Source: an optimization exercise on an open RTL-to-GDS flow (aim: small area). Production flows keep margins and buffers that such runs may drop. At most, simulation tests tie the RTL to the original design; equivalence was not proved. No activity file was given, so power comes from the tool's default toggle rates.

== the baseline ==
## dp_sink_aux_responder
module dp_sink_aux_responder #(
    parameter int         AUX_DATA_WIDTH = 8,
    parameter int         DPCD_DEPTH     = 512,
    parameter logic [7:0] MAX_LINK_RATE  = 8'h14,
    parameter logic [7:0] MAX_LANE_COUNT = 8'h04,
    parameter int         TURN_CYCLES    = 4
) (
    input  logic                      clk,
    input  logic                      rst_n,
    input  logic [AUX_DATA_WIDTH-1:0] aux_in_data,
    input  logic                      aux_start_stop,
    output logic [AUX_DATA_WIDTH-1:0] aux_out_data,
    output logic                      phy_start_stop,
    output logic [7:0]                link_bw_set,
    output logic [4:0]                lane_count_set,
    output logic [1:0]                tps_set,
    output logic                      req_dropped
);
For scale: roughly 2200 flip-flops, ~50000 sq um of cells after synthesis.
make LEC_CHECK=0 CAP_MARGIN=20 CORE_MARGIN=2 CORE_UTILIZATION=60 CTS_BUF_LIST=sky130_fd_sc_hd__clkbuf_8 CTS_CLUSTER_DIAMETER=60 CTS_CLUSTER_SIZE=20 PLACE_DENSITY=0.7 SLEW_MARGIN=20 SYNTH_HIERARCHICAL=1 finish   # period 12.0 ns
run.sh (not shown) runs the stock make flow with config.mk's settings and CLKGATE_MAP_FILE= SYNTH_SCRIPT=/design/flow/synth_recipe.tcl, a recipe that flattens the netlist after the stock synthesis.
Here is what was changed in the inputs of the candidate compared with the baseline.
--- a/flow/design.v
+++ b/flow/design.v
@@ -22,82 +22,83 @@
     logic [3:0] r_ph;
     logic       r_clr;
     state_t     r_state;
     logic [1:0] r_hcnt;      
     logic       r_hz;        
     logic [8:0] r_ptr;       
     logic [3:0] r_lenm1;     
     logic [4:0] r_idx;       
     logic       r_kerr;      
     logic       r_kmore;     
     logic       r_drop;
-    logic [2:0] r_tix;       
+    logic [2:0] r_dly;       
     logic [8:0] r_ln [RL-1];  
     logic [1:0] r_mh1, r_mh2;  
     logic [7:0] r_link_bw;
     logic [4:0] r_lane_cnt;
     logic [1:0] r_tps;
-    logic       w_in_rsp, w_phy, w_acc, w_rd_out, w_early;
+    logic       w_in_rsp, w_phy, w_acc, w_rd_out;
     logic [8:0] w_lnin, w_tap;
+    logic [2:0] w_lidx;
     logic       w_land;
     logic [9:0] w_end;
     logic       w_range_ok;
-    logic [3:0] w_pend;
+    logic [2:0] w_pend;
     logic [3:0] w_xl;
     logic       w_x100;
     logic [7:0] w_rv;
     assign w_end      = {1'b0, r_ptr} + {6'd0, aux_in_data[3:0]};
     assign w_range_ok = r_hz && !w_end[9];
     assign w_in_rsp   = (r_state == S_RSP) || (r_state == S_DATA);
     assign w_phy      = (r_state == S_DATA) || (r_state == S_RSP && r_hcnt == 2'd3);
     assign w_rd_out   = (r_state == S_DATA) && !r_kerr;
     assign w_acc      = (r_state == S_WDATA) && aux_start_stop && ({1'b0, r_idx} <= {2'b0, r_lenm1});
     assign w_lnin     = (r_state == S_WDATA) ? {w_acc, aux_in_data} : {1'b0, w_rv};
+    assign w_lidx     = w_rd_out ? (r_ph[2:0] - r_ptr[2:0]) : (r_dly - 3'd1);
     logic [7:0] w_tsel;
-    always_comb for (int j = 0; j < 8; j++) w_tsel[j] = (r_tix == 3'(j));
+    always_comb for (int j = 0; j < 8; j++) w_tsel[j] = (w_lidx == 3'(j));
     for (genvar b = 0; b < 9; b++) begin : g_tap
         logic [2:0] t;
         aux_a222oi u_t0 (.a1(w_tsel[0]), .a2(r_ln[0][b]), .b1(w_tsel[1]), .b2(r_ln[1][b]),
                          .c1(w_tsel[2]), .c2(r_ln[2][b]), .y(t[0]));
         aux_a222oi u_t1 (.a1(w_tsel[3]), .a2(r_ln[3][b]), .b1(w_tsel[4]), .b2(r_ln[4][b]),
                          .c1(w_tsel[5]), .c2(r_ln[5][b]), .y(t[1]));
         aux_a222oi u_t2 (.a1(w_tsel[6]), .a2(r_ln[6][b]), .b1(w_tsel[7]), .b2(w_lnin[b]),
                          .c1(1'b0), .c2(1'b0), .y(t[2]));
         aux_nand3 u_o (.a(t[0]), .b(t[1]), .c(t[2]), .y(w_tap[b]));
     end
-    assign w_land     = w_tap[8];
-    assign w_early    = ({1'b0, r_idx} <= {2'b0, r_tix});
-    assign w_pend     = (r_tix == 3'd7) ? 4'd0 : w_early ? {1'b0, r_idx[2:0]} : ({1'b0, r_tix} + 4'd1);
-    assign w_xl       = {1'b0, r_ptr[2:0]} + w_pend;
+    assign w_land     = w_tap[8] && !w_rd_out;
+    assign w_pend     = (r_idx < {2'b0, r_dly}) ? r_idx[2:0] : r_dly;
+    assign w_xl       = {1'b0, r_ptr[2:0]} + {1'b0, w_pend};
     assign w_x100     = w_xl[3] ? (r_ptr[8:3] == 6'b011111) : (r_ptr[8:3] == 6'b100000);
     always_ff @(posedge clk) begin
         if (!rst_n) begin
             r_ph  <= 4'd0;
             r_clr <= 1'b1;
         end else begin
             r_ph <= r_ph + 4'd1;
             if (r_ph[2:0] == 3'd7) r_clr <= 1'b0;
         end
     end
     always_ff @(posedge clk) begin
         if (!rst_n) begin
             r_state <= S_IDLE;
             r_hcnt  <= '0;
             r_hz    <= 1'b0;
             r_ptr   <= '0;
             r_lenm1 <= '0;
             r_idx   <= '0;
             r_kerr  <= 1'b0;
             r_kmore <= 1'b0;
             r_drop  <= 1'b0;
-            r_tix   <= '0;
+            r_dly   <= '0;
         end else begin
             r_drop <= aux_start_stop && w_in_rsp;
             if (w_land || w_rd_out) r_ptr <= r_ptr + 9'd1;
             case (r_state)
                 S_IDLE: if (aux_start_stop) begin
                     r_state <= S_HDR;
                     r_kmore <= (aux_in_data[7:4] == 4'b1000);
                     r_kerr  <= (aux_in_data[7:4] == 4'b1001);
                     r_hz    <= (aux_in_data[3:0] == 4'd0);
                     r_hcnt  <= 2'd0;
                     r_idx   <= 5'd0;
@@ -105,34 +106,33 @@
                 S_HDR: begin
                     if (aux_start_stop) begin
                         case (r_hcnt)
                             2'd0: begin
                                 r_hz     <= r_hz && (aux_in_data[7:1] == 7'd0);
                                 r_ptr[8] <= aux_in_data[0];
                             end
                             2'd1: r_ptr[7:0] <= aux_in_data;
                             2'd2: begin
                                 r_lenm1 <= aux_in_data[3:0];
                                 r_kerr  <= r_kerr && w_range_ok;
-                                r_tix   <= r_ptr[2:0] - r_ph[2:0] - 3'd3;
+                                r_dly   <= r_ptr[2:0] - r_ph[2:0] - 3'd2;
                                 if (r_kmore && w_range_ok) r_state <= S_WDATA;
                             end
                             default: ;
                         endcase
                         if (r_hcnt != 2'd3) r_hcnt <= r_hcnt + 2'd1;
                     end else if (r_hcnt == 2'd3) begin
                         r_state <= S_RSP;
                         r_kerr  <= !r_kerr;
                         r_kmore <= r_kerr;
                         r_hcnt  <= 2'd0;
-                        r_tix   <= r_ph[2:0] + 3'd5 - r_ptr[2:0];
                     end else begin
                         r_state <= S_IDLE;
                     end
                 end
                 S_WDATA: begin
                     if (w_acc) r_idx <= r_idx + 5'd1;
                     if (!aux_start_stop) begin
                         r_state <= S_RSP;
                         r_kerr  <= ({1'b0, r_idx} <= {2'b0, r_lenm1});
                         r_kmore <= ({1'b0, r_idx} <= {2'b0, r_lenm1});
                         r_lenm1 <= 4'd0;
## What came out
- Count of non-filler cells in the finished layout delta (the candidate -> the baseline): insignificant
- Looking at number of vias after detailed routing, the candidate sits 285 lower than the baseline does.
- The baseline has a higher met1 routed wirelength after detailed routing than the candidate.
- [compare] base=the baseline new=the candidate: power share of the combinational group shows an increase of 1.5 points; width of the chip shows no meaningful change; layout clock buffer count shows an increase of about 4.4%; internal cell power shows an increase of about 1.3%.
- Est. power | the candidate vs the baseline | the candidate higher
- Max total of fill cells in the finished design across the baseline and the candidate: the candidate
For the candidate, only the layout was checked, not whether the RTL still works.

## re-timing with driven ports
The results above use ideal ports. As a check the final layouts listed here were re-extracted and re-timed, cells and wires unchanged. Step 1 assumes that a clkbuf_16 drives the clock port and a buf_2 every other input. Step 2, shift: input delay + t, output delay - t, t = (earliest + latest rising clock arrival at the registers) / 2. This alone moves slack from input paths to output paths. Three values: ideal ports, drivers, drivers and shift; two values: the first two.
| run | shift t [ns] | slack for setup (ns) | latest minus earliest clock arrival (ns) |
|---|---|---|---|
| the baseline | 0.859 | 0.840 / 0.808 / 0.808 | 0.040 / 0.041 |
| the candidate | 0.863 | 0.733 / 0.698 / 0.698 | 0.063 / 0.063 |
After both steps setup and hold are still met in every run listed. For the candidate, which loses most, drivers alone change the setup slack by -0.035 ns; drivers and shift together by -0.035 ns.
